Source: an optimization exercise on an open RTL-to-GDS flow (aim: small area). Production flows keep margins and buffers that such runs may drop.
At most, simulation tests tie the RTL to the original design; equivalence was not proved.
Only the layout flow was run in runs 2 and 3; the RTL was not checked for function there.
Power is estimated from default activity; no workload was simulated.

--- design.v ---
package dtc_link_pkg;
   typedef struct packed {
      logic [1:0]  k;       
      logic [15:0] data;
   } link_word_t;
   localparam logic [1:0] K_IDLE = 2'b11;    
   localparam logic [1:0] K_CMD  = 2'b10;    
   localparam logic [1:0] K_DATA = 2'b00;    
   localparam logic [15:0] COMMA = 16'hBC3C;    
   localparam int PKT_WORDS     = 10;
   localparam int PAYLOAD_WORDS = 8;
   localparam logic [15:0] CRC_POLY = 16'h1021;
   localparam logic [15:0] CRC_INIT = 16'hFFFF;
endpackage
package dtc_req_pkg;
   typedef enum logic [3:0] {
      DCS_REQ   = 4'd0,
      HEARTBEAT = 4'd1,
      DATA_REQ  = 4'd2
   } pkt_kind_t;
   localparam int OP_W = 6;
   typedef logic [OP_W-1:0] op_t;
   localparam op_t OP_SINGLE_RD = 6'd0;
   localparam op_t OP_SINGLE_WR = 6'd1;
   localparam int TAG_W = 48;
   typedef logic [TAG_W-1:0] tag_t;
   localparam logic [7:0]  HDR_K_BASE = 8'h1C;     
   localparam logic [15:0] DMA_COUNT  = 16'h0010;  
   localparam logic [7:0]  VALID_BIT  = 8'h80;     
   typedef logic [2:0] ring_cnt_t;    
endpackage
`timescale 1ns/1ps
module dtc_crc16 (
   input  logic [15:0] crc_in,
   input  logic [15:0] data,
   output logic [15:0] crc_out
);
   always_comb
   begin
      crc_out = crc_in;
      for (int i = 15; i >= 0; i--)
      begin
         if (crc_out[15] ^ data[i])
            crc_out = {crc_out[14:0], 1'b0} ^ dtc_link_pkg::CRC_POLY;
         else
            crc_out = {crc_out[14:0], 1'b0};
      end
   end
endmodule
`timescale 1ns/1ps
module dtc_sim_top (
   input  logic        serdes_clk,
   input  logic        serdes_resetn,
   input  logic        marker_on,
   input  logic        start,
   input  logic        cfo_emul_en,
   input  logic [3:0]  packet_type,    
   input  logic [5:0]  op_code,        
   input  logic [15:0] addr,
   input  logic [15:0] wdata,
   input  logic [47:0] event_window_tag,
   input  logic [47:0] event_window_offset,
   input  logic [31:0] event_mode,
   input  logic [7:0]  rf_marker,
   input  logic        on_spill,
   input  logic        datareq_last_word,
   output logic [15:0] tx_data,
   output logic [1:0]  tx_k
);
   localparam int NSLOT = 3;
   logic        last_d1, last_d2, first_start;
   logic [47:0] evt_tag, evt_next, tag_base, tag_sum;
   logic        ld_off;
   assign ld_off   = start & cfo_emul_en & first_start;
   assign tag_base = ld_off ? event_window_offset : evt_tag;
   assign tag_sum  = tag_base + 48'(ld_off | (last_d1 & ~last_d2));
   assign evt_next = (start & ~cfo_emul_en) ? event_window_tag : tag_sum;
   always_ff @(posedge serdes_clk or negedge serdes_resetn)
   begin
      if (!serdes_resetn)
      begin
         last_d1     <= 1'b0;
         last_d2     <= 1'b0;
         first_start <= 1'b1;
         evt_tag     <= '0;
      end
      else
      begin
         last_d1 <= datareq_last_word;
         last_d2 <= last_d1;
         evt_tag <= evt_next;
         if (start & cfo_emul_en)
            first_start <= 1'b0;
      end
   end
   logic [3:0] wcnt;         
   logic [5:0] fill, fill_next;
   logic       burst;
   logic [3:0] bcnt;
   logic       wr_en, rd_en, accept;
   assign wr_en     = (wcnt != 4'd0) && (wcnt != 4'd11);
   assign rd_en     = burst & ~marker_on;
   assign fill_next = fill + 6'(wr_en) - 6'(rd_en);
   assign accept    = start && (fill_next <= 6'd22);
   always_ff @(posedge serdes_clk or negedge serdes_resetn)
   begin
      if (!serdes_resetn)
      begin
         wcnt  <= '0;
         fill  <= '0;
         burst <= 1'b0;
         bcnt  <= '0;
      end
      else
      begin
         if (accept)
            wcnt <= 4'd11;
         else if (wcnt != 4'd0)
            wcnt <= wcnt - 1'b1;
         fill <= fill_next;
         if (!burst && fill >= 6'd10)
            burst <= 1'b1;
         else if (rd_en)
         begin
            bcnt <= bcnt + 1'b1;
            if (bcnt == 4'd9)
            begin
               burst <= 1'b0;
               bcnt  <= '0;
            end
         end
      end
   end
   logic        s_hb [NSLOT];
   logic [79:0] s_w  [NSLOT];
   logic [8:0]  s_p7 [NSLOT];
   logic [1:0]  wslot, rslot;
   logic [2:0]  ring;
   logic [8:0]  tail;           
   logic        in_hb;
   logic [79:0] in_w;
   assign in_hb = (packet_type == 4'd1);
   always_comb
   begin
      in_w = '0;
      case (packet_type)
         4'd0: in_w[47:0] = {((op_code == 6'd1) ? wdata : 16'h0000), addr, 10'b0, op_code};
         4'd1: in_w[47:0] = event_window_tag;
         4'd2: in_w[47:0] = evt_next;
         default: ;
      endcase
      in_w[79:48] = event_mode;
      if (!in_hb)
         in_w[51:48] = packet_type;
   end
   always_ff @(posedge serdes_clk)
   begin
      for (int i = 0; i < NSLOT; i++)
         if (accept && wslot == 2'(i))
         begin
            s_hb[i] <= in_hb;
            s_w[i]  <= in_w;
            s_p7[i] <= {rf_marker, on_spill};
         end
   end
   logic        r_hb;
   logic [79:0] r_w;
   logic [8:0]  r_p7;
   logic [3:0]  r_kind;
   logic [15:0] rd_data, crc, crc_step;
   logic [1:0]  rd_k;
   always_comb
   begin
      r_hb = s_hb[0];
      r_w  = s_w[0];
      r_p7 = s_p7[0];
      for (int i = 1; i < NSLOT; i++)
         if (rslot == 2'(i))
         begin
            r_hb = s_hb[i];
            r_w  = s_w[i];
            r_p7 = s_p7[i];
         end
   end
   assign r_kind = r_hb ? 4'd1 : r_w[51:48];
   always_comb
   begin
      rd_k    = dtc_link_pkg::K_DATA;
      rd_data = 16'h0000;
      case (bcnt)
         4'd0:
         begin
            rd_k    = dtc_link_pkg::K_CMD;
            rd_data = {dtc_req_pkg::HDR_K_BASE, ring, 1'b0, r_kind};
         end
         4'd1: rd_data = dtc_req_pkg::DMA_COUNT;
         4'd2: rd_data = {dtc_req_pkg::VALID_BIT, r_kind, 4'h0};
         4'd3: rd_data = r_w[15:0];
         4'd4: rd_data = r_w[31:16];
         4'd5: rd_data = r_w[47:32];
         4'd6: rd_data = r_hb ? r_w[63:48] : 16'h0000;
         4'd7: rd_data = r_hb ? r_w[79:64] : 16'h0000;
         4'd8: rd_data = {tail[8:1], 7'b0, tail[0]};
         default: rd_data = crc;
      endcase
   end
   dtc_crc16 u_crc (
      .crc_in  (crc),
      .data    (rd_data),
      .crc_out (crc_step)
   );
   always_ff @(posedge serdes_clk)
   begin
      if (rd_en)
      begin
         if (bcnt == 4'd0)
            crc <= 16'h0F3E;    
         else if (bcnt != 4'd1 && bcnt != 4'd9)
            crc <= crc_step;
         if (bcnt == 4'd7)
            tail <= r_hb ? r_p7 : 9'h000;
      end
   end
   always_ff @(posedge serdes_clk or negedge serdes_resetn)
   begin
      if (!serdes_resetn)
      begin
         wslot   <= '0;
         rslot   <= '0;
         ring    <= '0;
         tx_data <= dtc_link_pkg::COMMA;
         tx_k    <= dtc_link_pkg::K_IDLE;
      end
      else
      begin
         if (accept)
            wslot <= (wslot == 2'(NSLOT - 1)) ? '0 : wslot + 1'b1;
         if (rd_en && bcnt == 4'd9)
         begin
            rslot <= (rslot == 2'(NSLOT - 1)) ? '0 : rslot + 1'b1;
            ring  <= ring + 1'b1;
         end
         if (rd_en)
         begin
            tx_data <= rd_data;
            tx_k    <= rd_k;
         end
         else
         begin
            tx_data <= dtc_link_pkg::COMMA;
            tx_k    <= dtc_link_pkg::K_IDLE;
         end
      end
   end
endmodule
--- run.sh ---
#!/bin/bash
# synth_recipe.tcl (not shown) runs the flow's synth.tcl, then flattens the netlist and writes it again
# the make line also repeats each setting of config.mk as NAME=value (left out here)
make -C /OpenROAD-flow-scripts/flow DESIGN_CONFIG=/design/flow/config.mk WORK_HOME=/design/flow/orfs CLKGATE_MAP_FILE= SYNTH_SCRIPT=/design/flow/synth_recipe.tcl finish
--- config.mk ---
export PLATFORM = sky130hd
export DESIGN_NAME = dtc_sim_top
export DESIGN_NICKNAME = dtc_sim_top
export VERILOG_FILES = /design/flow/design.v
export SDC_FILE = /design/flow/constraint.sdc
export NUM_CORES = 4
export LEC_CHECK = 0
export CAP_MARGIN = 20
export CORE_MARGIN = 2
export CORE_UTILIZATION = 40
export PLACE_DENSITY = 0.6
export SLEW_MARGIN = 20
--- constraint.sdc ---
create_clock -name core_clock -period 7.0 [get_ports {serdes_clk}]
set_input_delay 1.4000 -clock core_clock [delete_from_list [all_inputs] [get_ports {serdes_clk}]]
set_output_delay 1.4000 -clock core_clock [all_outputs]
set_load 0.01 [all_outputs]
==> run_results.csv, run 1 <==
group,metric,value,unit
synthesis,syn-num-nets,1772,
global_routing,grt_max_degree,81,
clock_network,cts_post_setup_buffers_inserted,0,
global_routing,grt_most_used_layer,"met2",
synthesis,synth-edff-count,295,
global_routing,grt.met3_usage,0.0368,
worst_setup_path,cpPeakStageDelay,650,ps
synthesis,asyncSetResetFlopFracSynth,0.236,
synthesis,muxShareOfSynthArea,0.0804,
clock_network,cts_tree,"yes",
worst_setup_path,timing.rr.start,"rslot[1]$_DFFE_PN0P_",
clock_network,cts.root.buffer_cell,"clkbuf_16",
route,wl_per_cell,22.7,um
worst_setup_path,cp_max_fo,42,
synthesis,yosys.cell_count.top_type,"edfxtp_1",
global_routing,grt_util_met1,0.313,
floorplan,io-pin-count,203,
placed_design,port-buffer-count,202,
synthesis,synthDominantAreaCellType,"edfxtp_1",
placed_design,routability_congestion_estimate,0.902,
floorplan,placementRows,79,
timing,worst-slew-pin-transition,1070,ps
global_routing,number_of_global_route_vias_before_repair,13300,
synthesis,synth.top_cells.by_area,"edfxtp_1, dfrtp_1, mux2i_1",
clock_network,cts.sink_count,386,
job,cap_violations,0,
synthesis,synth.cells.most_frequent,"edfxtp_1, nand2_1, mux2i_1",
final_layout,final_nets,1957,
timing,hold_ws,372,ps
final_layout,antenna_cells,0,
floorplan,placeableCoreArea,0.0465,sq mm
synthesis,synth_seq_cells,386,
hold_path,hold_end,"last_d2$_DFF_PN0_",
clock_network,clk_transition_reported_paths,60,ps
timing,tns,0,ps
synthesis,synth_top_family_by_area,"compound AO/OA/AOI/OAI gates",
synthesis,synth_area_per_cell,11.9,sq um
worst_setup_path,number_of_buffer_and_inverter_stages_on_the_critical_path,2,
synthesis,yosys_most_used_dff,"edfxtp_1",
worst_setup_path,critPathRequiredTime,7260,ps
worst_setup_path,cp.arrival,5530,ps
floorplan,die_x,221,um
synthesis,netlist-cell-type-count,87,
worst_setup_path,critical_path.cell_chain,"clkdlybuf4s50_1, and3_2, buf_4, mux2i_1, or3_4, or4_1, nor2b_1, nand2_1, xnor2_1, a222oi_1, o31ai_1",
route,vias_per_cell,5.62,
global_routing,grt_antenna_before_repair,0,
floorplan,dieHeight,221,um
global_routing,grt_pass1_wl,81900,um
floorplan,initial_utilization,0.404,
timing,slew-limit-headroom,0.290,
worst_setup_path,endpoint_kind,"register",
synthesis,synth.cell_area,0.0188,sq mm
clock_network,ctsHtreeMaxLevel,2,
timing,unrepaired_setup_endpoints_after_global_routing,"no",
route,drt_first_pass_iters,7,
route,drt.antenna.violating_nets,0,
worst_setup_path,critPathLaunch,"start",
timing,finalSetupViolations,0,
pwr,pwr_density_cell,482,mW/mm^2
final_layout,layout.core_utilization,0.492,
worst_setup_path,worst_setup_start_kind,"primary input",
clock_network,ctsResizeCount,0,
synthesis,area_fraction_of_the_dominant_cell_type_after_synthesis,0.472,
worst_setup_path,slowest_stage,"clkdlybuf4s50_1",
route,remaining_drc_errors,0,
timing,maxClockFrequency,190,MHz
floorplan,overall_die_area,0.0487,sq mm
worst_setup_path,crit-reg2reg-capture,"crc[12]$_SDFFCE_PP0P_",
global_routing,grt_util_met2,0.364,
synthesis,synthXorXnorAreaFrac,0.0451,
worst_setup_path,critPathTopFamily,"simple AND/OR/NAND/NOR gates",
outcome,run_status,"no timing/DRC/antenna violations",
worst_setup_path,timing.reg2reg.worst_path_depth,12,
synthesis,synth_adder_area_share,0.0104,
timing,minimum_clock_period,5260,ps
route,routed_wirelength,54500,um
timing,final_hold_viol_count,0,
clock_network,clockBufferDepth,3,
timing,finClkSkew,22.0,ps
synthesis,synth-simple-area-share,0.112,
timing,layout_worst_path_cycle_share,0.752,
synthesis,postSynthCellCount,1572,
global_routing,globalRouteOverflowTotal,0,
clock_network,cts_hold_repair.buffers,0,
placed_design,half_perimeter_wire_length_after_detailed_placement,38500,um
synthesis,synth_compound_area_frac,0.129,
clock_network,clock_insertion_delay_worst_skew,570,ps
timing,fin_ws,1740,ps
hold_path,hold_path.class,"reg2reg",
hold_path,whs_path_depth,0,
timing,slew_violations,0,
final_layout,drive_above_1_share,0.0876,
route,drt_iter0_markers,1324,
pwr,vdd_ir_drop_max,0.460,mV
hold_path,timing.hold.worst.start,"last_d1$_DFF_PN0_",
pwr,static-leakage-power,8.22,nW
placed_design,preCtsSetupSlack,1220,ps
route,route.vias.total,13500,
synthesis,share_of_the_yosys_chip_area_belonging_to_registers,0.594,
synthesis,synth.yosys.warnings,5,
global_routing,gr-usage-all-layers,0.225,
worst_setup_path,setup.worst_path.class,"in2reg",
worst_setup_path,reg_to_reg_slack_setup,2020,ps
clock_network,cts_inserted_buffers,43,
final_layout,areaGrowthSynthToFinish,21.8,%
[layout make-up]
cell class	count	area, sq um
Fill cell	4126	23600
Sequential cell	386	11200
Tap cell	607	759
Clock buffer	59	1190
Timing Repair Buffer	233	2290
Inverter	29	109
Multi-Input combinational cell	1064	7140
Clock inverter	21	224
[through the flow]
step | power (mW) | cells | instance area (sq um)
global route | 11.7 | 2399 | 22900
finish | 11.0 | 2399 | 22900
global placement | 8.73 | 2319 | 21500
floorplan | 7.35 | 1572 | 18800
detailed placement | 8.78 | 2319 | 21500
CTS | 11.1 | 2399 | 22900
[cell families after synthesis]
kind of cell               count (synthesis)
adders and majority gates                 15
muxes                                    149
xor gates and xnor gates                  88
buffers and inverters                    122
AOI/OAI and AO/OA                        363
and+or+nand+nor                          449
DFF                                      386
[cell usage in the layout (no fill, tap or decap), drive strengths merged, types with 45 or more instances in the layout]
master           n
mux2i          137
clkbuf          59
nand2          183
clkdlybuf4s50  201
o21ai           99
xor2            45
edfxtp         295
nor2           109
dfrtp           79
a21oi           75
[state kept, by name (all words and copies together) (netlist names), 3 cells and up]
signal	flops
bcnt	4
wcnt	4
tail	9
evt_tag	48
s_hb	3
crc	16
fill	6
ring	3
tx_data	16
s_w	240
s_p7	27
[worst max path at each step]
stage,endpoint,slack (ps),cells past startpoint
detailed placement,s_w[2][40]$_DFFE_PP_,1220,11
global placement,s_w[0][40]$_DFFE_PP_,1330,11
floorplan,s_hb[2]$_DFFE_PP_,-920,14
global route,s_w[0][40]$_DFFE_PP_,1480,11
CTS,s_w[0][40]$_DFFE_PP_,1800,11
finish,s_w[1][40]$_DFFE_PP_,1740,11
[per-layer routing]
metal / vias up / part of all wire
met3: 85 / 0.071
met1: 6609 / 0.43
met4: 0 / 0.025
li1: 6224 / -
met2: 569 / 0.47
met5: - / 0
[power by group]
part / total [mW] / internal (mW) / switching (mW) / leakage (nW)
combinational: 4.91 / 1.99 / 2.91 / 3.73
clock: 2.25 / 1.34 / 0.912 / 0.690
sequential: 3.87 / 3.55 / 0.319 / 3.80
total: 11.0 / 6.88 / 4.14 / 8.22
==> run 2, diff against run 1 <==
--- a/design.v
+++ b/design.v
@@ -163,46 +163,49 @@
             s_p7[i] <= {rf_marker, on_spill};
          end
    end
-   logic        r_hb;
-   logic [79:0] r_w;
-   logic [8:0]  r_p7;
-   logic [3:0]  r_kind;
-   logic [15:0] rd_data, crc, crc_step;
-   logic [1:0]  rd_k;
-   always_comb
-   begin
-      r_hb = s_hb[0];
-      r_w  = s_w[0];
-      r_p7 = s_p7[0];
-      for (int i = 1; i < NSLOT; i++)
-         if (rslot == 2'(i))
-         begin
-            r_hb = s_hb[i];
-            r_w  = s_w[i];
-            r_p7 = s_p7[i];
-         end
-   end
-   assign r_kind = r_hb ? 4'd1 : r_w[51:48];
-   always_comb
-   begin
-      rd_k    = dtc_link_pkg::K_DATA;
-      rd_data = 16'h0000;
-      case (bcnt)
-         4'd0:
-         begin
-            rd_k    = dtc_link_pkg::K_CMD;
-            rd_data = {dtc_req_pkg::HDR_K_BASE, ring, 1'b0, r_kind};
-         end
-         4'd1: rd_data = dtc_req_pkg::DMA_COUNT;
-         4'd2: rd_data = {dtc_req_pkg::VALID_BIT, r_kind, 4'h0};
-         4'd3: rd_data = r_w[15:0];
-         4'd4: rd_data = r_w[31:16];
-         4'd5: rd_data = r_w[47:32];
-         4'd6: rd_data = r_hb ? r_w[63:48] : 16'h0000;
-         4'd7: rd_data = r_hb ? r_w[79:64] : 16'h0000;
-         4'd8: rd_data = {tail[8:1], 7'b0, tail[0]};
-         default: rd_data = crc;
-      endcase
+   logic [NSLOT-1:0] rs;         
+   logic [9:0]       pos;        
+   logic [3:0]       r_kind;
+   logic             r_hb;
+   logic [8:0]       r_p7;
+   logic [15:0]      rd_data, crc, crc_step;
+   logic [1:0]       rd_k;
+   always_comb
+   begin
+      for (int j = 0; j < 10; j++)
+         pos[j] = (bcnt == 4'(j));
+      for (int i = 0; i < NSLOT; i++)
+         rs[i] = (rslot == 2'(i));
+   end
+   always_comb
+   begin
+      r_kind = '0;
+      r_hb   = 1'b0;
+      r_p7   = '0;
+      for (int i = 0; i < NSLOT; i++)
+      begin
+         r_kind = r_kind | ({4{rs[i]}} & (s_hb[i] ? 4'd1 : s_w[i][51:48]));
+         r_hb   = r_hb | (rs[i] & s_hb[i]);
+         r_p7   = r_p7 | ({9{rs[i] & s_hb[i]}} & s_p7[i]);
+      end
+   end
+   always_comb
+   begin
+      rd_k    = pos[0] ? dtc_link_pkg::K_CMD : dtc_link_pkg::K_DATA;
+      rd_data = ({16{pos[0]}} & {dtc_req_pkg::HDR_K_BASE, ring, 1'b0, r_kind})
+              | ({16{pos[1]}} & dtc_req_pkg::DMA_COUNT)
+              | ({16{pos[2]}} & {dtc_req_pkg::VALID_BIT, r_kind, 4'h0})
+              | ({16{pos[8]}} & {tail[8:1], 7'b0, tail[0]})
+              | ({16{pos[9]}} & crc);
+      for (int i = 0; i < NSLOT; i++)
+      begin
+         rd_data = rd_data
+                 | ({16{rs[i] & pos[3]}} & s_w[i][15:0])
+                 | ({16{rs[i] & pos[4]}} & s_w[i][31:16])
+                 | ({16{rs[i] & pos[5]}} & s_w[i][47:32])
+                 | ({16{rs[i] & pos[6] & s_hb[i]}} & s_w[i][63:48])
+                 | ({16{rs[i] & pos[7] & s_hb[i]}} & s_w[i][79:64]);
+      end
    end
    dtc_crc16 u_crc (
       .crc_in  (crc),
@@ -218,7 +221,7 @@
          else if (bcnt != 4'd1 && bcnt != 4'd9)
             crc <= crc_step;
          if (bcnt == 4'd7)
-            tail <= r_hb ? r_p7 : 9'h000;
+            tail <= r_p7;
       end
    end
    always_ff @(posedge serdes_clk or negedge serdes_resetn)
--- a/config.mk
+++ b/config.mk
@@ -8,5 +8,8 @@
 export CAP_MARGIN = 20
 export CORE_MARGIN = 2
 export CORE_UTILIZATION = 40
+export CTS_BUF_LIST = sky130_fd_sc_hd__clkbuf_16
+export CTS_CLUSTER_DIAMETER = 100
+export CTS_CLUSTER_SIZE = 30
 export PLACE_DENSITY = 0.6
 export SLEW_MARGIN = 20
==> run_results.csv, run 2 <==
group,metric,value,unit
outcome,run_status,"no timing/DRC/antenna violations",
pwr,part_of_the_total_power_dissipated_in_combinational_logic,0.469,
hold_path,hold_path.class,"reg2reg",
worst_setup_path,number_of_buffer_and_inverter_stages_on_the_critical_path,2,
worst_setup_path,endpoint_kind,"register",
final_layout,layout_common_cells,"edfxtp_1, clkdlybuf4s50_1, nand2_1",
timing,finalSetupViolations,0,
final_layout,layout.cells.most_common,"edfxtp_1",
timing,minimum_clock_period,5100,ps
synthesis,syn-num-nets,1645,
synthesis,share_of_the_yosys_chip_area_belonging_to_registers,0.613,
synthesis,synthDominantAreaCellType,"edfxtp_1",
worst_setup_path,setup.worst_path.class,"in2reg",
pwr,vdd_ir_drop_max,0.749,mV
route,drt_first_pass_iters,7,
floorplan,overall_die_area,0.0472,sq mm
timing,layout_worst_path_cycle_share,0.729,
floorplan,die_x,217,um
clock_network,ctsResizeCount,0,
timing,final_hold_viol_count,0,
worst_setup_path,slowest_stage,"clkdlybuf4s50_1",
final_layout,final_design_area_no_fill,0.0215,sq mm
placed_design,port-buffer-count,202,
synthesis,yosys_most_used_dff,"edfxtp_1",
synthesis,synth.top_cells.by_area,"edfxtp_1, dfrtp_1, nand2_1",
global_routing,grt_antenna_before_repair,1,
synthesis,netlist-cell-type-count,84,
placed_design,placed_area,0.0209,sq mm
synthesis,postSynthCellCount,1445,
pwr,p_clk_frac,0.128,
final_layout,top_register,"s_w",
final_layout,final_nets,1819,
synthesis,synth-edff-count,295,
clock_network,cts_hold_repair.buffers,0,
pwr,intPower,6.26,mW
clock_network,clock_insertion_delay_worst_skew,550,ps
final_layout,layout_top_registers,"s_w x240, evt_tag x48, s_p7 x27",
route,drt.antenna.violating_nets,0,
global_routing,globalRouteOverflowTotal,0,
synthesis,synth_seq_cells,386,
synthesis,asyncSetResetFlopFracSynth,0.236,
synthesis,synth_area_per_cell,12.6,sq um
final_layout,layout.filler_cells,3947,
pwr,net_switching_fraction_of_the_power,0.376,
worst_setup_path,cpPeakStageDelay,710,ps
clock_network,clk_transition_reported_paths,110,ps
clock_network,clockBufferDepth,3,
global_routing,gr-usage-all-layers,0.240,
placed_design,routability_congestion_estimate,0.908,
worst_setup_path,critical_path.cell_chain,"clkdlybuf4s50_1, nand3_2, o21ai_0, ha_1, ha_1, o21ai_0, nor3_1, buf_4, and3_1, nor2b_1, nand2_1, xnor2_1, mux2i_1, o21ai_0",
synthesis,synth.yosys.warnings,5,
timing,slew_violations,0,
floorplan,initial_utilization,0.403,
synthesis,area_fraction_of_the_dominant_cell_type_after_synthesis,0.487,
route,routed_wirelength,57100,um
pwr,net-switching-power,3.77,mW
final_layout,drive_above_1_share,0.0717,
worst_setup_path,worst_setup_start_kind,"primary input",
placed_design,half_perimeter_wire_length_after_detailed_placement,41300,um
floorplan,dieHeight,217,um
route,remaining_drc_errors,0,
clock_network,ctsHtreeMaxLevel,1,
global_routing,grt_pass1_wl,84200,um
pwr,p_seq_frac,0.403,
job,cap_violations,0,
worst_setup_path,critPathRequiredTime,7220,ps
timing,maxClockFrequency,196,MHz
pwr,pwr_density_cell,467,mW/mm^2
final_layout,layout.core_utilization,0.476,
floorplan,io-pin-count,203,
route,drt_iter0_markers,1554,
clock_network,cts_post_setup_buffers_inserted,0,
final_layout,seq_area,0.0112,sq mm
route,wl_per_cell,25.6,um
final_layout,areaGrowthSynthToFinish,18.1,%
clock_network,cts_tree,"yes",
synthesis,synth.cell_area,0.0182,sq mm
global_routing,grt_max_degree,92,
synthesis,synth.cells.most_frequent,"edfxtp_1, nand2_1, a22oi_1",
clock_network,cts.sink_count,386,
timing,finClkSkew,29.5,ps
timing,worst-slew-pin-transition,1050,ps
clock_network,cts.root.buffer_cell,"clkbuf_16",
worst_setup_path,cp.arrival,5320,ps
worst_setup_path,critPathTopFamily,"simple AND/OR/NAND/NOR gates",
worst_setup_path,timing.critical_path.mode_cell,"o21ai_0",
global_routing,number_of_global_route_vias_before_repair,12800,
route,route.vias.total,12900,
synthesis,yosys.cell_count.top_type,"edfxtp_1",
timing,slew-limit-headroom,0.295,
worst_setup_path,cp_max_fo,25,
pwr,static-leakage-power,7.72,nW
timing,unrepaired_setup_endpoints_after_global_routing,"no",
floorplan,placementRows,78,
final_layout,multi_input_area,0.00663,sq mm
route,vias_per_cell,5.78,
clock_network,cts_inserted_buffers,18,
floorplan,placeableCoreArea,0.0452,sq mm
timing,tns,0,ps
final_layout,largest_reg_flops,240,
==> run 2: changes by cell type in the layout (fill, tap and decap cells not counted), moves of 11 or more <==
| cell | change |
|---|---|
| clkbuf_1 | -12 |
| a22o_1 | +25 |
| nor2_1 | -44 |
| o22ai_1 | -33 |
| nand4_1 | +14 |
| clkbuf_16 | -25 |
| nand3_1 | +11 |
| a221oi_1 | +12 |
| o21ai_1 | -16 |
| a22oi_1 | +50 |
| xnor2_1 | +25 |
| a21oi_1 | -47 |
| mux2i_1 | -74 |
==> run 2: kinds of logic after synthesis <==
family / count (synthesis) / synth area share
compound gates: 312 / 0.122
xor+xnor: 112 / 0.0640
fa+ha+maj: 15 / 0.0107
buf+inv: 103 / 0.0265
flops: 386 / 0.613
mux: 68 / 0.0378
simple gates: 449 / 0.127
==> run 2: through the flow <==
stage          hold slack [ps]  total power, mW  instances  worst slack [ps]
6_report                   398             10.0       2232              1900
5_1_grt                    410             10.6       2231              1460
4_1_cts                    400             10.0       2230              1920
3_5_place_dp               371             8.73       2198              1370
3_3_place_gp               361             8.63       2198              1530
2_1_floorplan              354             7.43       1445              -611
==> run 2: layer usage <==
metal,global-route usage,vias to the layer above,routed length [um]
li1,-,5775,-
met1,0.338,6402,24300
met2,0.396,660,26900
met3,0.0344,64,4750
met4,0.0523,0,1150
met5,0,-,0
==> run 2: cell type report <==
| type | count | share of cell area |
|---|---|---|
| clock buffers | 19 | 0.0221 |
| flip-flops and latches | 386 | 0.519 |
| multi-input cells | 956 | 0.308 |
| clock inverters | 13 | 0.00477 |
| inverters | 25 | 0.00437 |
| well taps | 600 | 0.0349 |
| diodes | 1 | 0.000116 |
| repair buffers | 232 | 0.107 |
==> run 2: path summary, 6_finish.rpt <==
path | startpoint | end | cells past startpoint | slack (ps)
min reg2reg | last_d1$_DFF_PN0_ | last_d2$_DFF_PN0_ | 0 | 400
max reg2reg | bcnt[1]$_DFFE_PN0P_ | crc[5]$_SDFFCE_PN1P_ | 10 | 2060
max | start | s_w[1][40]$_DFFE_PP_ | 14 | 1900
min | last_d1$_DFF_PN0_ | last_d2$_DFF_PN0_ | 0 | 400
min in group asynchronous | serdes_resetn | tx_data[14]$_DFF_PN0_ | 1 | 790
max in group asynchronous | serdes_resetn | evt_tag[41]$_DFF_PN0_ | 2 | 4930
==> run 2: power by group through the flow <==
stage	combinational [mW]	clock (mW)	sequential (mW)
floorplan	3.45	0	3.98
global placement	4.57	0	4.06
detailed placement	4.66	0	4.07
CTS	4.67	1.31	4.03
global route	5.09	1.37	4.10
finish	4.71	1.28	4.04
==> run 3, diff against run 2 <==
--- a/design.v
+++ b/design.v
@@ -72,8 +72,22 @@
    logic [47:0] evt_tag, evt_next, tag_base, tag_sum;
    logic        ld_off;
    assign ld_off   = start & cfo_emul_en & first_start;
+   logic [47:0] tag_c;    
+   logic [5:0]  tag_bc;   
    assign tag_base = ld_off ? event_window_offset : evt_tag;
-   assign tag_sum  = tag_base + 48'(ld_off | (last_d1 & ~last_d2));
+   always_comb
+   begin
+      tag_bc[0] = ld_off | (last_d1 & ~last_d2);
+      for (int k = 1; k < 6; k++)
+         tag_bc[k] = tag_bc[k-1] & (&tag_base[8*k-8 +: 8]);
+      for (int k = 0; k < 6; k++)
+      begin
+         tag_c[8*k] = tag_bc[k];
+         for (int j = 1; j < 8; j++)
+            tag_c[8*k+j] = tag_c[8*k+j-1] & tag_base[8*k+j-1];
+      end
+   end
+   assign tag_sum  = tag_base ^ tag_c;
    assign evt_next = (start & ~cfo_emul_en) ? event_window_tag : tag_sum;
    always_ff @(posedge serdes_clk or negedge serdes_resetn)
    begin
@@ -101,7 +115,9 @@
    assign wr_en     = (wcnt != 4'd0) && (wcnt != 4'd11);
    assign rd_en     = burst & ~marker_on;
    assign fill_next = fill + 6'(wr_en) - 6'(rd_en);
-   assign accept    = start && (fill_next <= 6'd22);
+   assign accept    = start && ((fill <= 6'd21)
+                             || (fill == 6'd22 && !(wr_en && !rd_en))
+                             || (fill == 6'd23 && !wr_en && rd_en));
    always_ff @(posedge serdes_clk or negedge serdes_resetn)
    begin
       if (!serdes_resetn)
==> flow/run.sh (new file) <==
#!/bin/bash
set -uo pipefail
W=$(pwd)
rm -rf "$W/orfs_scripts"
cp -r "$FLOW_HOME/scripts" "$W/orfs_scripts"
cp "$W/flow/abc_map.script" "$W/orfs_scripts/abc_speed.script"
export BUFFER_PORTS_ARGS="-buffer_cell sky130_fd_sc_hd__buf_1"
SCRIPTS_DIR="$W/orfs_scripts" bash "$W/standard.sh" synth > "$W/flow_synth.log" 2>&1 || { tail -50 "$W/flow_synth.log"; exit 1; }
bash "$W/standard.sh" > "$W/flow_layout.log" 2>&1 || { tail -50 "$W/flow_layout.log"; exit 1; }
==> flow/abc_map.script (new file) <==
strash
dch
amap
topo
stime -c
buffer -c
upsize -c
dnsize -c
==> standard.sh (new file) <==
#!/bin/bash
# synth_recipe.tcl (not shown) runs the flow's synth.tcl, then flattens the netlist and writes it again
# the make line also repeats each setting of config.mk as NAME=value (left out here)
make -C /OpenROAD-flow-scripts/flow DESIGN_CONFIG=/design/flow/config.mk WORK_HOME=/design/flow/orfs CLKGATE_MAP_FILE= SYNTH_SCRIPT=/design/flow/synth_recipe.tcl "${@:-finish}"
--- a/config.mk
+++ b/config.mk
@@ -10,6 +10,6 @@
 export CORE_UTILIZATION = 40
 export CTS_BUF_LIST = sky130_fd_sc_hd__clkbuf_16
 export CTS_CLUSTER_DIAMETER = 100
-export CTS_CLUSTER_SIZE = 30
+export CTS_CLUSTER_SIZE = 25
 export PLACE_DENSITY = 0.6
 export SLEW_MARGIN = 20
removed: run.sh
==> run_results.csv, run 3 <==
group,metric,value,unit
timing,unrepaired_setup_endpoints_after_global_routing,"no",
synthesis,netlist-cell-type-count,60,
timing,final_hold_viol_count,0,
hold_path,hold_path.class,"reg2reg",
synthesis,synth-edff-count,295,
floorplan,io-pin-count,203,
clock_network,ctsResizeCount,0,
worst_setup_path,cpPeakStageDelay,630,ps
pwr,net_switching_fraction_of_the_power,0.370,
worst_setup_path,cp.arrival,6250,ps
timing,finClkSkew,28.8,ps
timing,maxClockFrequency,171,MHz
floorplan,placementRows,74,
synthesis,yosys_most_used_dff,"edfxtp_1",
synthesis,synth.top_cells.by_area,"edfxtp_1, dfrtp_1, a222oi_1",
job,cap_violations,0,
worst_setup_path,slowest_stage,"a222oi_1",
synthesis,synth_seq_cells,386,
synthesis,asyncSetResetFlopFracSynth,0.236,
clock_network,cts.root.buffer_cell,"clkbuf_16",
clock_network,ctsHtreeMaxLevel,1,
pwr,p_seq_frac,0.460,
timing,slew_violations,0,
final_layout,final_nets,1701,
clock_network,cts_inserted_buffers,19,
synthesis,area_fraction_of_the_dominant_cell_type_after_synthesis,0.530,
pwr,intPower,4.50,mW
synthesis,synth.cells.most_frequent,"edfxtp_1, inv_1, nand2_1",
synthesis,synth_area_per_cell,13.3,sq um
pwr,net-switching-power,2.65,mW
synthesis,synth-simple-area-share,0.0698,
final_layout,areaGrowthSynthToFinish,13.0,%
placed_design,routability_congestion_estimate,0.941,
timing,finalSetupViolations,0,
outcome,run_status,"no timing/DRC/antenna violations",
worst_setup_path,setup.worst_path.class,"reg2reg",
timing,worst-slew-pin-transition,1040,ps
pwr,static-leakage-power,7.22,nW
timing,slew-limit-headroom,0.299,
global_routing,globalRouteOverflowTotal,0,
synthesis,synth.cell_area,0.0167,sq mm
floorplan,overall_die_area,0.0434,sq mm
worst_setup_path,worst_setup_start_kind,"register",
floorplan,placeableCoreArea,0.0410,sq mm
timing,minimum_clock_period,5860,ps
clock_network,cts_post_setup_buffers_inserted,0,
worst_setup_path,timing.critical_path.mode_cell,"nand2_1",
timing,hold_ws,393,ps
route,drt.antenna.violating_nets,0,
global_routing,grt_max_degree,91,
final_layout,largest_reg_flops,240,
synthesis,syn-num-nets,1500,
route,route.vias.total,12000,
worst_setup_path,timing.rr.start,"bcnt[1]$_DFFE_PN0P_",
floorplan,initial_utilization,0.407,
route,wl_per_cell,26.4,um
pwr,part_of_the_total_power_dissipated_in_combinational_logic,0.362,
placed_design,port-buffer-count,202,
placed_design,preCtsSetupSlack,920,ps
synthesis,share_of_the_yosys_chip_area_belonging_to_registers,0.668,
synthesis,synth_adder_area_share,0.0432,
clock_network,cts_tree,"yes",
synthesis,synth_top_family_by_area,"compound AO/OA/AOI/OAI gates",
route,drt_first_pass_iters,11,
floorplan,dieHeight,208,um
hold_path,timing.hold.worst.start,"last_d1$_DFF_PN0_",
final_layout,top_register,"s_w",
clock_network,cts.sink_count,386,
placed_design,half_perimeter_wire_length_after_detailed_placement,37800,um
clock_network,clock_insertion_delay_worst_skew,550,ps
global_routing,number_of_global_route_vias_before_repair,11900,
timing,fin_ws,1140,ps
synthesis,synth.yosys.warnings,5,
clock_network,clockBufferDepth,3,
pwr,pwr_density_cell,379,mW/mm^2
final_layout,layout_common_cells,"edfxtp_1, buf_1, inv_1",
final_layout,layout.cells.most_common,"edfxtp_1",
worst_setup_path,critPathRequiredTime,7380,ps
worst_setup_path,endpoint_kind,"register",
final_layout,antenna_cells,0,
clock_network,cts_hold_repair.buffers,0,
global_routing,grt_antenna_before_repair,4,
placed_design,numPlacedInstances,1970,
synthesis,synthXorXnorAreaFrac,0.00412,
synthesis,muxShareOfSynthArea,0,
route,routed_wirelength,52800,um
timing,layout_worst_path_cycle_share,0.838,
floorplan,die_x,208,um
global_routing,grt_pass1_wl,77100,um
final_layout,fin_cells,2004,
synthesis,postSynthCellCount,1258,
final_layout,layout_top_registers,"s_w x240, evt_tag x48, s_p7 x27",
global_routing,gr-usage-all-layers,0.239,
synthesis,synth_compound_area_frac,0.169,
route,drt_iter0_markers,1651,
route,remaining_drc_errors,0,
final_layout,drive_above_1_share,0.0754,
worst_setup_path,cp_max_fo,11,
synthesis,yosys.cell_count.top_type,"edfxtp_1",
clock_network,clk_transition_reported_paths,110,ps
synthesis,synthDominantAreaCellType,"edfxtp_1",
pwr,vdd_ir_drop_max,0.184,mV
worst_setup_path,critPathLaunch,"bcnt[1]$_DFFE_PN0P_",
pwr,p_clk_frac,0.178,
route,vias_per_cell,5.99,
run 3: cell types whose count changed after synthesis, sizes merged, moves of 35 or more:
cell,before,now
a22oi,80,15
a222oi,14,75
o21ai,79,20
o22a,0,58
nand2,176,101
xor2,39,4
nand3,52,14
o22ai,1,37
inv,25,138
ha,14,56
mux2i,62,0
xnor2,64,3
run 3: layer usage:
metal	vias to the layer above	wire (um)	track usage
li1	5315	-	-
met1	5917	22100	0.342
met2	705	24000	0.378
met3	67	5410	0.0406
met4	6	1300	0.0645
met5	-	38	0
run 3: through the flow:
| stage | power, mW | util | TNS [ps] | cell area (sq um) |
|---|---|---|---|---|
| after floorplan | 5.06 | - | -45140 | 16700 |
| after global placement | 5.88 | 0.446 | 0 | 18300 |
| after detailed placement | 5.91 | 0.446 | 0 | 18300 |
| after CTS | 7.16 | 0.460 | 0 | 18900 |
| after global routing | 7.58 | 0.460 | 0 | 18900 |
| final | 7.15 | 0.460 | 0 | 18900 |
run 3: cell families after synthesis:
kind of cell | after synthesis
xor gates and xnor gates | 7
AOI/OAI and AO/OA | 348
and+or+nand+nor | 259
buffers and inverters | 201
DFF | 386
adders and majority gates | 57
run 3: power by group through the flow:
stage               clock network, mW  registers [mW]  logic (mW)
finish                           1.27            3.29        2.59
floorplan                           0            3.28        1.78
global placement                    0            3.34        2.55
detailed placement                  0            3.33        2.57
global route                     1.37            3.32        2.88
CTS                              1.30            3.29        2.58
run 3: worst max-delay path, delay by kind of cell (launching register included):
family,cells,cell delay (ps)
and+or+nand+nor,13,1400
buffers and inverters,4,610
AOI/OAI and AO/OA,11,3130
DFF,1,530
run 3: final timing paths:
| check | cells after the start | slack [ps] | end |
|---|---|---|---|
| worst max-delay path | 28 | 1140 | crc[13]$_SDFFCE_PN0P_ |
| worst min-delay path | 0 | 390 | last_d2$_DFF_PN0_ |
| worst max register to register | 28 | 1140 | crc[13]$_SDFFCE_PN0P_ |
| worst min register to register | 0 | 390 | last_d2$_DFF_PN0_ |
| max in group asynchronous | 2 | 4860 | tx_data[7]$_DFF_PN0_ |
| min in group asynchronous | 1 | 900 | evt_tag[24]$_DFF_PN0_ |
run 3: cell type report:
class                           instances  area (sq um)
Tap cell                              532           666
Multi-Input combinational cell        671          4870
Sequential cell                       386         11200
Fill cell                            3760         22100
Clock buffer                           19           475
Timing Repair Buffer                  239          1080
Clock inverter                         15          95.1
Inverter                              142           537
==> run 4, diff against run 3 <==
--- a/design.v
+++ b/design.v
@@ -70,14 +70,12 @@
    localparam int NSLOT = 3;
    logic        last_d1, last_d2, first_start;
    logic [47:0] evt_tag, evt_next, tag_base, tag_sum;
-   logic        ld_off;
-   assign ld_off   = start & cfo_emul_en & first_start;
    logic [47:0] tag_c;    
    logic [5:0]  tag_bc;   
-   assign tag_base = ld_off ? event_window_offset : evt_tag;
-   always_comb
-   begin
-      tag_bc[0] = ld_off | (last_d1 & ~last_d2);
+   assign tag_base = first_start ? event_window_offset : evt_tag;
+   always_comb
+   begin
+      tag_bc[0] = first_start | (last_d1 & ~last_d2);
       for (int k = 1; k < 6; k++)
          tag_bc[k] = tag_bc[k-1] & (&tag_base[8*k-8 +: 8]);
       for (int k = 0; k < 6; k++)
@@ -94,18 +92,19 @@
       if (!serdes_resetn)
       begin
          last_d1     <= 1'b0;
-         last_d2     <= 1'b0;
          first_start <= 1'b1;
-         evt_tag     <= '0;
       end
       else
       begin
          last_d1 <= datareq_last_word;
-         last_d2 <= last_d1;
-         evt_tag <= evt_next;
          if (start & cfo_emul_en)
             first_start <= 1'b0;
       end
+   end
+   always_ff @(posedge serdes_clk)
+   begin
+      last_d2 <= last_d1;
+      evt_tag <= evt_next;
    end
    logic [3:0] wcnt;         
    logic [5:0] fill, fill_next;
==> run_results.csv, run 4 <==
group,metric,value,unit
worst_setup_path,critPathTopFamily,"simple AND/OR/NAND/NOR gates",
synthesis,share_of_the_yosys_chip_area_belonging_to_registers,0.660,
outcome,run_status,"no timing/DRC/antenna violations",
worst_setup_path,slowest_stage,"inv_1",
timing,finalSetupViolations,0,
pwr,net-switching-power,2.73,mW
clock_network,cts_hold_repair.buffers,0,
final_layout,layout.cells.most_common,"edfxtp_1",
final_layout,layout_common_cells,"edfxtp_1, buf_1, inv_1",
hold_path,hold_path.class,"reg2reg",
timing,unrepaired_setup_endpoints_after_global_routing,"no",
hold_path,timing.hold.worst.start,"last_d1$_DFF_PN0_",
timing,final_hold_viol_count,0,
worst_setup_path,timing.rr.start,"first_start$_DFFE_PN1P_",
worst_setup_path,critPathRequiredTime,7220,ps
worst_setup_path,critical_path.cell_chain,"inv_1, buf_4, o22ai_1, nor3_1, nand4_1, nor3_1, nand2_1, nor3_1, nand2_1, nor3_1, ha_1, ha_1, ha_1, ha_1, ha_1, ha_1, ha_1, o22a_1, a22oi_1, o21ai_0",
route,drt.antenna.violating_nets,0,
floorplan,placementRows,74,
timing,worst-slew-pin-transition,1080,ps
worst_setup_path,timing.critical_path.mode_cell,"ha_1",
route,routed_wirelength,51100,um
floorplan,initial_utilization,0.405,
route,vias_per_cell,5.97,
timing,hold_ws,379,ps
route,drt_iter0_markers,1684,
clock_network,ctsResizeCount,0,
worst_setup_path,crit-reg2reg-capture,"s_w[0][46]$_DFFE_PP_",
timing,maxClockFrequency,174,MHz
synthesis,netlist-cell-type-count,59,
synthesis,yosys.cell_count.top_type,"edfxtp_1",
floorplan,overall_die_area,0.0429,sq mm
synthesis,asyncSetResetFlopFracSynth,0.109,
placed_design,routability_congestion_estimate,0.874,
worst_setup_path,timing.reg2reg.worst_path_depth,20,
worst_setup_path,cp.arrival,5950,ps
route,drt_first_pass_iters,9,
synthesis,synth.cells.most_frequent,"edfxtp_1, inv_1, nand2_1",
final_layout,final_nets,1690,
job,cap_violations,0,
synthesis,synth.yosys.warnings,5,
timing,slew-limit-headroom,0.278,
floorplan,placeableCoreArea,0.0408,sq mm
timing,slew_violations,0,
final_layout,areaGrowthSynthToFinish,12.7,%
route,wl_per_cell,25.7,um
timing,minimum_clock_period,5730,ps
synthesis,synth-edff-count,295,
hold_path,whs_path_depth,0,
final_layout,layout.core_utilization,0.456,
floorplan,io-pin-count,203,
global_routing,globalRouteOverflowTotal,0,
pwr,intPower,4.56,mW
pwr,p_seq_frac,0.454,
synthesis,synth.cell_area,0.0165,sq mm
timing,layout_worst_path_cycle_share,0.819,
worst_setup_path,reg_to_reg_slack_setup,1270,ps
global_routing,number_of_global_route_vias_before_repair,11800,
placed_design,numPlacedInstances,1959,
worst_setup_path,setup.worst_path.class,"reg2reg",
global_routing,grt_max_degree,91,
synthesis,area_fraction_of_the_dominant_cell_type_after_synthesis,0.536,
global_routing,grt_antenna_before_repair,0,
worst_setup_path,number_of_buffer_and_inverter_stages_on_the_critical_path,2,
worst_setup_path,cp_max_fo,29,
final_layout,drive_above_1_share,0.0828,
clock_network,cts.sink_count,386,
timing,finClkSkew,35.8,ps
clock_network,cts_post_setup_buffers_inserted,0,
synthesis,yosys_most_used_dff,"edfxtp_1",
pwr,part_of_the_total_power_dissipated_in_combinational_logic,0.377,
clock_network,clockBufferDepth,3,
synthesis,synth_area_per_cell,13.2,sq um
final_layout,layout_top_registers,"s_w x240, evt_tag x48, s_p7 x27",
worst_setup_path,cpPeakStageDelay,560,ps
clock_network,cts_inserted_buffers,19,
route,remaining_drc_errors,0,
placed_design,half_perimeter_wire_length_after_detailed_placement,36400,um
placed_design,port-buffer-count,202,
synthesis,synthDominantAreaCellType,"edfxtp_1",
final_layout,layout.filler_cells,3708,
pwr,pwr_density_cell,391,mW/mm^2
final_layout,largest_reg_flops,240,
clock_network,clk_transition_reported_paths,100,ps
synthesis,synth_seq_cells,386,
synthesis,postSynthCellCount,1249,
synthesis,syn-num-nets,1491,
pwr,static-leakage-power,7.04,nW
final_layout,top_register,"s_w",
worst_setup_path,worst_setup_start_kind,"register",
clock_network,cts.root.buffer_cell,"clkbuf_16",
hold_path,hold_end,"last_d2$_DFF_P_",
worst_setup_path,endpoint_kind,"register",
synthesis,synth.top_cells.by_area,"edfxtp_1, dfxtp_1, dfrtp_1",
clock_network,clock_insertion_delay_worst_skew,550,ps
route,route.vias.total,11900,
floorplan,die_x,207,um
pwr,p_clk_frac,0.169,
clock_network,cts_tree,"yes",
pwr,vdd_ir_drop_max,0.230,mV
final_layout,antenna_cells,0,
final_layout,fin_cells,1993,
clock_network,ctsHtreeMaxLevel,1,
global_routing,grt_pass1_wl,75900,um
floorplan,dieHeight,207,um
global_routing,gr-usage-all-layers,0.234,
pwr,net_switching_fraction_of_the_power,0.375,
run 4: changes by cell type after synthesis, sizes merged, moves of 8 or more:
cell	previous run	this run
o21ai	20	41
o22a	58	50
dfxtp	0	49
dfrtp	79	30
inv	138	126
a22oi	15	24
a222oi	75	55
a221oi	16	29
a22o	26	50
o22ai	37	22
run 4: per-layer routing:
layer,part of all wire,wire (um),up-vias,track usage
met5,0,0,-,0
met4,0.036,1860,0,0.0771
li1,-,-,5281,-
met2,0.47,23800,658,0.379
met3,0.088,4500,88,0.0334
met1,0.41,21000,5868,0.324
run 4: how the worst max path moves through the flow:
stage / end / cells after the start / from
floorplan: s_hb[0]$_DFFE_PP_ / 13 / marker_on
global placement: s_w[2][46]$_DFFE_PP_ / 20 / event_window_offset[5]
detailed placement: s_w[2][46]$_DFFE_PP_ / 20 / event_window_offset[5]
CTS: s_w[0][46]$_DFFE_PP_ / 20 / first_start$_DFFE_PN1P_
global route: crc[12]$_SDFFCE_PN0P_ / 28 / bcnt[2]$_DFFE_PN0P_
finish: s_w[0][46]$_DFFE_PP_ / 20 / first_start$_DFFE_PN1P_
run 4: cells by family (layout without fill, tap and decap cells):
kind of cell | after synthesis | after routing | share of synthesized area
AND/OR/NAND/NOR | 246 | 246 | 0.0667
XOR/XNOR | 6 | 6 | 0.00364
AO/OA/AOI/OAI | 370 | 370 | 0.183
adder cells (fa/ha/maj) | 57 | 57 | 0.0436
buffers and inverters | 184 | 396 | 0.0431
flip-flops | 386 | 386 | 0.660
run 4: power groups by stage:
stage / Sequential (mW) / Combinational (mW) / Clock (mW)
3_3_place_gp: 3.35 / 2.70 / 0
3_5_place_dp: 3.35 / 2.74 / 0
5_1_grt: 3.35 / 3.09 / 1.33
6_report: 3.31 / 2.75 / 1.23
2_1_floorplan: 3.30 / 1.97 / 0
4_1_cts: 3.31 / 2.74 / 1.26
run 4: layout make-up:
class | count | area, sq um | share of cell area
timing repair buffer | 233 | 1030 | 0.0553
clock inverter | 15 | 75.1 | 0.00403
multi-input combinational | 679 | 4980 | 0.268
tap | 532 | 666 | 0.0357
clock buffer | 19 | 475 | 0.0255
inverter | 129 | 487 | 0.0261
sequential | 386 | 10900 | 0.586
run 4: through the flow:
stage          TNS [ps]  instance area (sq um)  worst slack, ps  power, mW
5_1_grt               0                  18600              812       7.76
4_1_cts               0                  18600             1230       7.31
3_3_place_gp          0                  18100             1230       6.06
3_5_place_dp          0                  18100             1170       6.09
6_report              0                  18600             1270       7.29
2_1_floorplan    -81320                  16500             -452       5.27
==> run 5, diff against run 4 <==
==> flow/abc_map.script (replaced) <==
strash
dch
amap -F 4 -A 4
topo
stime -c
buffer -c
upsize -c
dnsize -c
==> run_results.csv, run 5 <==
group,metric,value,unit
synthesis,share_of_the_yosys_chip_area_belonging_to_registers,0.666,
clock_network,ctsResizeCount,0,
hold_path,hold_path.class,"reg2reg",
worst_setup_path,crit-reg2reg-capture,"crc[15]$_SDFFCE_PN0P_",
hold_path,hold_end,"last_d2$_DFF_P_",
final_layout,layout.filler_cells,3735,
route,wl_per_cell,25.6,um
timing,slew_violations,0,
final_layout,largest_reg_flops,240,
final_layout,final_nets,1676,
final_layout,drive_above_1_share,0.0678,
worst_setup_path,timing.reg2reg.worst_path_depth,27,
timing,finalSetupViolations,0,
final_layout,layout_top_registers,"s_w x240, evt_tag x48, s_p7 x27",
worst_setup_path,worst_setup_start_kind,"register",
route,vias_per_cell,5.89,
route,drt_iter0_markers,1696,
synthesis,synth.cells.most_frequent,"edfxtp_1, nand2_1, inv_1",
timing,minimum_clock_period,5310,ps
hold_path,timing.hold.worst.start,"last_d1$_DFF_PN0_",
synthesis,synth.cell_area,0.0164,sq mm
clock_network,ctsHtreeMaxLevel,1,
timing,final_hold_viol_count,0,
synthesis,syn-num-nets,1477,
worst_setup_path,endpoint_kind,"register",
clock_network,clockBufferDepth,3,
floorplan,placeableCoreArea,0.0406,sq mm
worst_setup_path,cp_max_fo,14,
final_layout,seq_area,0.0109,sq mm
synthesis,area_fraction_of_the_dominant_cell_type_after_synthesis,0.541,
global_routing,grt_antenna_before_repair,3,
final_layout,layout_common_cells,"edfxtp_1, buf_1, inv_1",
floorplan,dieHeight,206,um
final_layout,antenna_cells,0,
clock_network,cts_post_setup_buffers_inserted,0,
final_layout,final_design_area_no_fill,0.0184,sq mm
placed_design,routability_congestion_estimate,0.900,
clock_network,clock_insertion_delay_worst_skew,540,ps
placed_design,numPlacedInstances,1945,
floorplan,initial_utilization,0.403,
timing,maxClockFrequency,188,MHz
clock_network,cts.sink_count,386,
route,route.vias.total,11600,
worst_setup_path,reg_to_reg_slack_setup,1690,ps
synthesis,synth.yosys.warnings,5,
worst_setup_path,critPathRequiredTime,7290,ps
pwr,static-leakage-power,7.00,nW
synthesis,netlist-cell-type-count,60,
final_layout,multi_input_area,0.00487,sq mm
pwr,pwr_density_cell,378,mW/mm^2
clock_network,clk_transition_reported_paths,110,ps
clock_network,cts_inserted_buffers,19,
global_routing,grt_max_degree,67,
global_routing,grt_pass1_wl,74000,um
pwr,vdd_ir_drop_max,0.196,mV
clock_network,cts_hold_repair.buffers,0,
global_routing,globalRouteOverflowTotal,0,
worst_setup_path,cp.arrival,5600,ps
final_layout,top_register,"s_w",
synthesis,postSynthCellCount,1235,
synthesis,synth_area_per_cell,13.2,sq um
global_routing,number_of_global_route_vias_before_repair,11700,
final_layout,fin_cells,1978,
floorplan,io-pin-count,203,
global_routing,grt.met3_usage,0.0460,
global_routing,grt_util_met2,0.386,
floorplan,die_x,206,um
route,remaining_drc_errors,0,
placed_design,placed_area,0.0179,sq mm
floorplan,overall_die_area,0.0425,sq mm
timing,layout_worst_path_cycle_share,0.758,
synthesis,synth-edff-count,295,
synthesis,synthDominantAreaCellType,"edfxtp_1",
global_routing,gr-usage-all-layers,0.238,
synthesis,asyncSetResetFlopFracSynth,0.109,
placed_design,port-buffer-count,202,
timing,finClkSkew,18.5,ps
final_layout,layout.cells.most_common,"edfxtp_1",
hold_path,whs_path_depth,0,
worst_setup_path,timing.rr.start,"bcnt[0]$_DFFE_PN0P_",
job,cap_violations,0,
route,drt_first_pass_iters,8,
timing,unrepaired_setup_endpoints_after_global_routing,"no",
global_routing,grt_util_met1,0.319,
outcome,run_status,"no timing/DRC/antenna violations",
route,drt.antenna.violating_nets,0,
synthesis,yosys_most_used_dff,"edfxtp_1",
placed_design,half_perimeter_wire_length_after_detailed_placement,35600,um
route,routed_wirelength,50600,um
timing,hold_ws,381,ps
clock_network,cts_tree,"yes",
timing,slew-limit-headroom,0.400,
clock_network,cts.root.buffer_cell,"clkbuf_16",
timing,worst-slew-pin-transition,897,ps
synthesis,yosys.cell_count.top_type,"edfxtp_1",
synthesis,synth_seq_cells,386,
synthesis,synth.top_cells.by_area,"edfxtp_1, dfxtp_1, a222oi_1",
worst_setup_path,setup.worst_path.class,"reg2reg",
global_routing,grt_most_used_layer,"met2",
final_layout,areaGrowthSynthToFinish,12.5,%
floorplan,placementRows,74,
## run 5: cell count changes in the layout (fill, tap and decap cells not counted), moves of 6 or more
cell      before  now
a222oi_1      55   78
a21oi_1       32   50
a221o_1       30   15
inv_2         14    5
inv_1        123  115
a22oi_1       24   17
nand2_1      102  109
nor2_1        67   73
o21ai_0       28   22
## run 5: logic make-up after synthesis
family	share of synthesized area
xor+xnor	0.00367
fa+ha+maj	0.0440
compound gates	0.176
simple gates	0.0703
flops	0.666
buf+inv	0.0393
## run 5: how the worst max path moves through the flow
stage	depth (start not counted)	slack (ps)	to	startpoint
after floorplan	11	-150	s_hb[0]$_DFFE_PP_	marker_on
final	27	1690	crc[15]$_SDFFCE_PN0P_	bcnt[0]$_DFFE_PN0P_
after detailed placement	19	1450	s_w[0][46]$_DFFE_PP_	event_window_offset[4]
after global placement	19	1530	s_w[0][46]$_DFFE_PP_	event_window_offset[4]
after CTS	27	1740	crc[15]$_SDFFCE_PN0P_	bcnt[0]$_DFFE_PN0P_
after global routing	29	1120	crc[12]$_SDFFCE_PN0P_	bcnt[2]$_DFFE_PN0P_
## run 5: per-stage QoR
step            util  power, mW  worst slack [ps]  TNS (ps)
4_1_cts        0.453       6.96              1740         0
2_1_floorplan      -       5.00              -151    -27120
6_report       0.453       6.96              1690         0
5_1_grt        0.453       7.39              1120         0
3_5_place_dp   0.440       5.76              1450         0
3_3_place_gp   0.440       5.70              1530         0
## run 5: where the power goes
group          internal [mW]  switching, mW
clock                  0.505          0.715
sequential              3.07          0.228
combinational          0.847           1.60
total                   4.42           2.54
## run 5: layer usage
metal  up-vias  wire (um)
met5         -          0
met3        80       5030
met2       603      23600
met1      5717      20100
li1       5244          -
met4         0       1820
## run 5: worst max-delay path, stage by stage (launching register included)
cell	delay (ps)
dfrtp_1	490
clkinv_2	130
nor3_2	70
nand2_2	110
inv_2	160
a221oi_2	310
nand3_1	120
a221o_1	260
a221o_1	250
a221o_1	260
a221o_1	280
a221oi_2	170
nand2_1	100
a21oi_2	190
a21oi_1	110
a31oi_2	340
inv_1	130
o22ai_2	200
xor2_2	320
nor2_2	80
a21oi_2	270
nor2_1	100
a21oi_2	150
nand2_1	80
o21ai_2	130
nor2_1	80
a21oi_1	120
nor2_1	50
## run 5: cell type report
| type | count | area share |
|---|---|---|
| clock buffers | 19 | 0.0258 |
| multi-input cells | 681 | 0.264 |
| clock inverters | 14 | 0.00347 |
| flip-flops and latches | 386 | 0.592 |
| inverters | 112 | 0.0229 |
| repair buffers | 234 | 0.0550 |
| well taps | 532 | 0.0361 |
==> run 6, diff against run 5 <==
--- a/config.mk
+++ b/config.mk
@@ -7,9 +7,9 @@
 export LEC_CHECK = 0
 export CAP_MARGIN = 20
 export CORE_MARGIN = 2
-export CORE_UTILIZATION = 40
+export CORE_UTILIZATION = 55
 export CTS_BUF_LIST = sky130_fd_sc_hd__clkbuf_16
 export CTS_CLUSTER_DIAMETER = 100
-export CTS_CLUSTER_SIZE = 25
-export PLACE_DENSITY = 0.6
+export CTS_CLUSTER_SIZE = 28
+export PLACE_DENSITY = 0.7
 export SLEW_MARGIN = 20
==> run_results.csv, run 6 <==
group,metric,value,unit
pwr,part_of_the_total_power_dissipated_in_combinational_logic,0.356,
worst_setup_path,timing.reg2reg.worst_path_depth,19,
synthesis,synthXorXnorAreaFrac,0.00367,
timing,unrepaired_setup_endpoints_after_global_routing,"no",
synthesis,syn-num-nets,1477,
synthesis,share_of_the_yosys_chip_area_belonging_to_registers,0.666,
final_layout,areaGrowthSynthToFinish,11.4,%
worst_setup_path,timing.critical_path.mode_cell,"ha_1",
worst_setup_path,critical_path.cell_chain,"buf_4, o22ai_1, nor4_1, nand4_1, nor3_1, nor3b_1, nand2_1, nor3_1, nor4b_1, ha_1, ha_1, ha_1, ha_1, ha_1, ha_1, ha_1, o22a_1, a222oi_1, inv_1",
pwr,intPower,4.37,mW
timing,worst-slew-pin-transition,887,ps
worst_setup_path,cp_max_fo,48,
placed_design,routability_congestion_estimate,0.903,
pwr,vdd_ir_drop_max,0.258,mV
final_layout,final_design_area_no_fill,0.0182,sq mm
clock_network,cts.root.buffer_cell,"clkbuf_16",
pwr,static-leakage-power,6.98,nW
worst_setup_path,worst_setup_start_kind,"register",
timing,finClkSkew,24.6,ps
job,cap_violations,0,
worst_setup_path,cp.arrival,5500,ps
floorplan,dieHeight,176,um
outcome,run_status,"no timing/DRC/antenna violations",
hold_path,hold_path.class,"reg2reg",
synthesis,synth-simple-area-share,0.0703,
pwr,net_switching_fraction_of_the_power,0.363,
worst_setup_path,slowest_stage,"dfstp_2",
synthesis,synth_seq_cells,386,
synthesis,synth.yosys.warnings,5,
worst_setup_path,endpoint_kind,"register",
synthesis,synthDominantAreaCellType,"edfxtp_1",
synthesis,yosys_most_used_dff,"edfxtp_1",
worst_setup_path,reg_to_reg_slack_setup,1750,ps
final_layout,largest_reg_flops,240,
floorplan,die_x,176,um
worst_setup_path,critPathLaunch,"first_start$_DFFE_PN1P_",
synthesis,muxShareOfSynthArea,0,
clock_network,cts_inserted_buffers,17,
synthesis,synth_adder_area_share,0.0440,
synthesis,synth_top_family_by_area,"compound AO/OA/AOI/OAI gates",
synthesis,asyncSetResetFlopFracSynth,0.109,
clock_network,ctsHtreeMaxLevel,1,
timing,maxClockFrequency,191,MHz
floorplan,placementRows,63,
synthesis,synth-edff-count,295,
global_routing,gr-usage-all-layers,0.305,
clock_network,ctsResizeCount,0,
pwr,net-switching-power,2.49,mW
synthesis,synth_area_per_cell,13.2,sq um
timing,tns,0,ps
final_layout,final_nets,1673,
global_routing,globalRouteOverflowTotal,0,
worst_setup_path,crit-reg2reg-capture,"s_w[1][46]$_DFFE_PP_",
route,route.vias.total,11800,
final_layout,layout_top_registers,"s_w x240, evt_tag x48, s_p7 x27",
route,routed_wirelength,47600,um
synthesis,postSynthCellCount,1235,
synthesis,netlist-cell-type-count,60,
timing,fin_ws,1750,ps
timing,minimum_clock_period,5250,ps
timing,slew-limit-headroom,0.407,
floorplan,initial_utilization,0.555,
pwr,p_seq_frac,0.480,
route,wl_per_cell,26.0,um
clock_network,cts_post_setup_buffers_inserted,0,
final_layout,layout.cells.most_common,"edfxtp_1",
clock_network,clock_insertion_delay_worst_skew,530,ps
placed_design,numPlacedInstances,1801,
worst_setup_path,setup.worst_path.class,"reg2reg",
route,drt.antenna.violating_nets,0,
global_routing,grt_antenna_before_repair,4,
timing,layout_worst_path_cycle_share,0.750,
route,vias_per_cell,6.45,
worst_setup_path,timing.rr.start,"first_start$_DFFE_PN1P_",
floorplan,overall_die_area,0.0311,sq mm
worst_setup_path,critPathRequiredTime,7260,ps
final_layout,fin_cells,1833,
synthesis,synth.cell_area,0.0164,sq mm
timing,slew_violations,0,
placed_design,placed_area,0.0177,sq mm
route,drt_iter0_markers,1901,
floorplan,placeableCoreArea,0.0295,sq mm
synthesis,synth.cells.most_frequent,"edfxtp_1, nand2_1, inv_1",
global_routing,grt_pass1_wl,69600,um
synthesis,area_fraction_of_the_dominant_cell_type_after_synthesis,0.541,
final_layout,top_register,"s_w",
placed_design,half_perimeter_wire_length_after_detailed_placement,33400,um
final_layout,layout_common_cells,"edfxtp_1, buf_1, inv_1",
pwr,pwr_density_cell,376,mW/mm^2
clock_network,cts.sink_count,386,
timing,finalSetupViolations,0,
clock_network,cts_hold_repair.buffers,0,
route,drt_first_pass_iters,9,
placed_design,preCtsSetupSlack,1420,ps
placed_design,port-buffer-count,202,
final_layout,drive_above_1_share,0.0687,
timing,final_hold_viol_count,0,
worst_setup_path,endpoint,"s_w[1][46]$_DFFE_PP_",
synthesis,yosys.cell_count.top_type,"edfxtp_1",
worst_setup_path,cpPeakStageDelay,540,ps
route,remaining_drc_errors,0,
clock_network,cts_tree,"yes",
floorplan,io-pin-count,203,
global_routing,number_of_global_route_vias_before_repair,11500,
synthesis,synth_compound_area_frac,0.176,
global_routing,grt_max_degree,91,
clock_network,clockBufferDepth,3,
pwr,p_clk_frac,0.164,
synthesis,synth.top_cells.by_area,"edfxtp_1, dfxtp_1, a222oi_1",
clock_network,clk_transition_reported_paths,120,ps
-- run 6: cell counts after synthesis --
Identical to the previous run, type by type.
-- run 6: logic make-up (layout without fill, tap and decap cells) --
| group | Yosys count | count (layout) |
|---|---|---|
| xor gates and xnor gates | 6 | 6 |
| DFF | 386 | 386 |
| buffers and inverters | 168 | 374 |
| AOI/OAI and AO/OA | 358 | 358 |
| other | 0 | 2 |
| and+or+nand+nor | 260 | 260 |
| adders and majority gates | 57 | 57 |
-- run 6: how the worst min path moves through the flow --
| stage | from | end | slack (ps) | cells after the start |
|---|---|---|---|---|
| after global routing | last_d1$_DFF_PN0_ | last_d2$_DFF_P_ | 450 | 0 |
| final | last_d1$_DFF_PN0_ | last_d2$_DFF_P_ | 440 | 0 |
| after detailed placement | last_d1$_DFF_PN0_ | last_d2$_DFF_P_ | 390 | 0 |
| after CTS | last_d1$_DFF_PN0_ | last_d2$_DFF_P_ | 430 | 0 |
| after floorplan | last_d1$_DFF_PN0_ | last_d2$_DFF_P_ | 350 | 0 |
| after global placement | last_d1$_DFF_PN0_ | last_d2$_DFF_P_ | 390 | 0 |
-- run 6: critical path: cells and delay by family (launching register included) --
family	cells	cell delay, ps
compound gates	3	770
fa+ha+maj	7	1170
buf+inv	2	570
flops	1	540
simple gates	7	1920
-- run 6: area by class of cell --
cell class,instances,area [sq um]
Fill cell,2368,11300
Multi-Input combinational cell,681,4880
Inverter,112,422
Timing Repair Buffer,233,1050
Tap cell,390,488
Clock buffer,17,425
Clock inverter,12,50.0
Sequential cell,386,10900
Antenna cell,2,5.00
-- run 6: power groups by stage --
stage,clock [mW],sequential [mW],combinational (mW)
floorplan,0,3.30,1.70
global placement,0,3.33,2.34
detailed placement,0,3.33,2.41
CTS,1.14,3.29,2.42
global route,1.22,3.32,2.72
finish,1.13,3.29,2.44
-- run 6: layer usage --
metal,GRT usage,part of all wire,up-vias
met5,0,0.00027,-
met4,0.131,0.045,2
met3,0.0605,0.11,104
met2,0.488,0.46,709
met1,0.408,0.38,5758
li1,-,-,5242
-- run 6: through the flow --
stage,power (mW),util,hold slack [ps]
after floorplan,5.00,-,347
after global placement,5.67,0.601,389
after detailed placement,5.74,0.601,393
after CTS,6.85,0.617,432
after global routing,7.26,0.618,447
final,6.86,0.618,440

-- port drivers added, routing unchanged --
Ports are ideal in the flow. The routed layouts listed here were re-timed in OpenROAD.
Step 1, drivers: a clkbuf_16 drives serdes_clk and a buf_2 each remaining input, both assumed.
Step 2 adds t to the input delays and takes it off the output delays; t is the mean of the earliest and latest rising clock arrival at the registers after step 1. Input paths then give back, and output paths get back, about the clock's delay inside the block.
Slacks: ideal / step 1 / step 2; pairs: ideal / step 1.
| run | t (ns) | setup WS [ns] | worst slew at a driven data input, ns | pins driven straight from the clock port |
|---|---|---|---|---|
| run 1 | 0.608 | 1.736 / 1.765 / 1.157 | 0.05 | 1 |
| run 2 | 0.591 | 1.899 / 1.928 / 1.338 | 0.06 | 1 |
| run 3 | 0.598 | 1.135 / 1.135 / 0.851 | 0.08 | 1 |
| run 4 | 0.587 | 1.268 / 1.268 / 1.173 | 0.10 | 1 |
| run 5 | 0.581 | 1.694 / 1.694 / 1.420 | 0.09 | 1 |
| run 6 | 0.565 | 1.753 / 1.753 / 1.322 | 0.08 | 1 |
After both steps every run listed still meets setup and hold. For run 1, which loses most, drivers alone change the setup slack by +0.029 ns; drivers and shift together by -0.579 ns.
